Source: an optimization exercise on an open RTL-to-GDS flow (aim: small area). Production flows keep margins and buffers that such runs may drop.
In this exercise RTL edits were held to simulation tests only and were not proved equivalent to the original.
No activity file was given, so power comes from the tool's default toggle rates.

## mul_stage_reg
module mul_stage_reg #(
    parameter int NUM_PP = mul_pkg::DEF_NUM_PP,
    parameter int PP_W   = mul_pkg::DEF_PP_W,
    parameter int OP_W   = mul_pkg::DEF_OP_W
) (
    input  logic                   clk,
    input  logic                   rst,
    input  logic                   flush,
    input  logic                   in_valid,
    output logic                   in_ready,
    input  logic [NUM_PP*PP_W-1:0] in_pp,
    input  logic [OP_W-1:0]        in_a,
    input  logic [OP_W-1:0]        in_b,
    output logic                   out_valid,
    input  logic                   out_ready,
    output logic [NUM_PP*PP_W-1:0] out_pp,
    output logic [OP_W-1:0]        out_a,
    output logic [OP_W-1:0]        out_b,
    output logic [1:0]             occupancy
);
    localparam int EW = NUM_PP * PP_W + 2 * OP_W;
    logic [1:0]    occ_q, occ_d;
    logic          full_q, nfull_q;
    logic          empty, in_xfer, out_xfer;
    logic          m_in, m_sk, m_hold;
    logic [EW-1:0] in_e, main_q, skid_q;
    assign in_e     = {in_pp, in_a, in_b};
    assign nfull_q  = ~full_q;
    assign empty    = ~(occ_q[1] | occ_q[0]);
    assign in_xfer  = in_valid & nfull_q;
    assign out_xfer = ~empty & out_ready;
    always_comb begin
        occ_d = occ_q;
        if (flush)                    occ_d = 2'd0;
        else if (in_xfer & ~out_xfer) occ_d = occ_q + 2'd1;
        else if (~in_xfer & out_xfer) occ_d = occ_q - 2'd1;
    end
    always_ff @(posedge clk) begin
        if (rst) begin
            occ_q   <= 2'd0;
            full_q  <= 1'b0;
        end else begin
            occ_q   <= occ_d;
            full_q  <= occ_d[1];
        end
    end
    assign m_hold = ~empty & ~out_ready;
    assign m_sk   = full_q & out_ready;
    assign m_in   = nfull_q & (empty | out_ready);
    mul_entry_reg #(.W(EW), .NSRC(2)) u_main (
        .clk (clk),
        .s_a (m_in),
        .s_b (m_sk),
        .s_h (m_hold),
        .a_i (in_e),
        .b_i (skid_q),
        .q_o (main_q)
    );
    mul_entry_reg #(.W(EW), .NSRC(1)) u_skid (
        .clk (clk),
        .s_a (nfull_q),
        .s_b (1'b0),
  ...
export LEC_CHECK = 0
export CAP_MARGIN = 20
export CORE_MARGIN = 2
export CORE_UTILIZATION = 40
export SLEW_MARGIN = 20
export SYNTH_HIERARCHICAL = 1
create_clock -name core_clock -period 5.0 [get_ports {clk}]
standard.sh (not shown) runs the stock make flow with config.mk's settings and CLKGATE_MAP_FILE= SYNTH_SCRIPT=/design/flow/synth_recipe.tcl, a recipe that flattens the netlist after the stock synthesis.
==> flow/flow/run.sh <==
#!/bin/bash
# The standard layout with two changes:
#  - buffer_ports inserts the smallest buffer (sky130_fd_sc_hd__buf_1) on
#    every input and output port instead of the tool's pick;
#  - clock tree synthesis clusters more flip-flops per leaf buffer, uses
#    smaller clock buffers and adds no dummy loads.
set -euo pipefail
bash standard.sh \
  "BUFFER_PORTS_ARGS=-buffer_cell sky130_fd_sc_hd__buf_1" \
  "CTS_ARGS=-sink_clustering_enable -repair_clock_nets -dont_use_dummy_load -buf_list sky130_fd_sc_hd__clkbuf_8 -sink_clustering_size 16 -sink_clustering_max_diameter 70" \
  finish > standard_make.log 2>&1
The starting point ran to the end with no violations.
Next try:
--- a/flow/flow/run.sh
+++ b/flow/flow/run.sh
@@ -8,4 +8,4 @@
 bash standard.sh \
   "BUFFER_PORTS_ARGS=-buffer_cell sky130_fd_sc_hd__buf_1" \
-  "CTS_ARGS=-sink_clustering_enable -repair_clock_nets -dont_use_dummy_load -buf_list sky130_fd_sc_hd__clkbuf_8 -sink_clustering_size 16 -sink_clustering_max_diameter 70" \
+  "CTS_ARGS=-sink_clustering_enable -repair_clock_nets -dont_use_dummy_load -buf_list sky130_fd_sc_hd__clkbuf_8 -sink_clustering_size 17 -sink_clustering_max_diameter 100" \
   finish > standard_make.log 2>&1
Outcome: Via count hardly moves. Core utilization hardly moves. Combinational power stays flat. Synthesized area is unchanged. Final area is about the same.
Next try:
==> flow/run.sh (new file) <==
#!/bin/bash
# synth_recipe.tcl (not shown) runs the flow's synth.tcl, then flattens the netlist and writes it again
# the make line also repeats each setting of config.mk as NAME=value (left out here)
make -C /OpenROAD-flow-scripts/flow DESIGN_CONFIG=/design/flow/config.mk WORK_HOME=/design/flow/orfs CLKGATE_MAP_FILE= SYNTH_SCRIPT=/design/flow/synth_recipe.tcl finish
removed: flow/flow/run.sh
removed: flow/standard.sh
Total power came out higher by a quarter to a third.
Setup slack degrades by 630 ps.
Hold slack degrades by 7.4 ps.
Cell count came out higher by a few percent.
Global-route usage came out higher by 3.8 points.
Core utilization came out higher by 12 points.

## port drivers added, routing unchanged
Ports are ideal in the flow. The routed layouts listed here were re-timed in OpenROAD.
Step 1, drivers: a clkbuf_16 drives clk and a buf_2 each remaining input, both assumed.
Step 2 moves the port delays by t, midway between the first and last clock arrival at a register: inputs arrive t later, outputs are due t later. That takes back most of the time a late clock gives input paths.
a / b / c = ideal / step 1 / step 2; a / b = the first two.
| run | t (ns) | setup WS [ns] | worst setup path after step 2 | clock arrival spread, ns |
|---|---|---|---|---|
| the first run | 0.714 | 2.000 / 1.944 / 2.089 | input to register | 0.050 / 0.050 |
| the second run | 0.712 | 1.984 / 1.927 / 2.087 | input to register | 0.028 / 0.028 |
| the third run | 0.671 | 1.350 / 1.286 / 1.568 | input to register | 0.018 / 0.018 |
After both steps setup and hold are still met in every run listed.
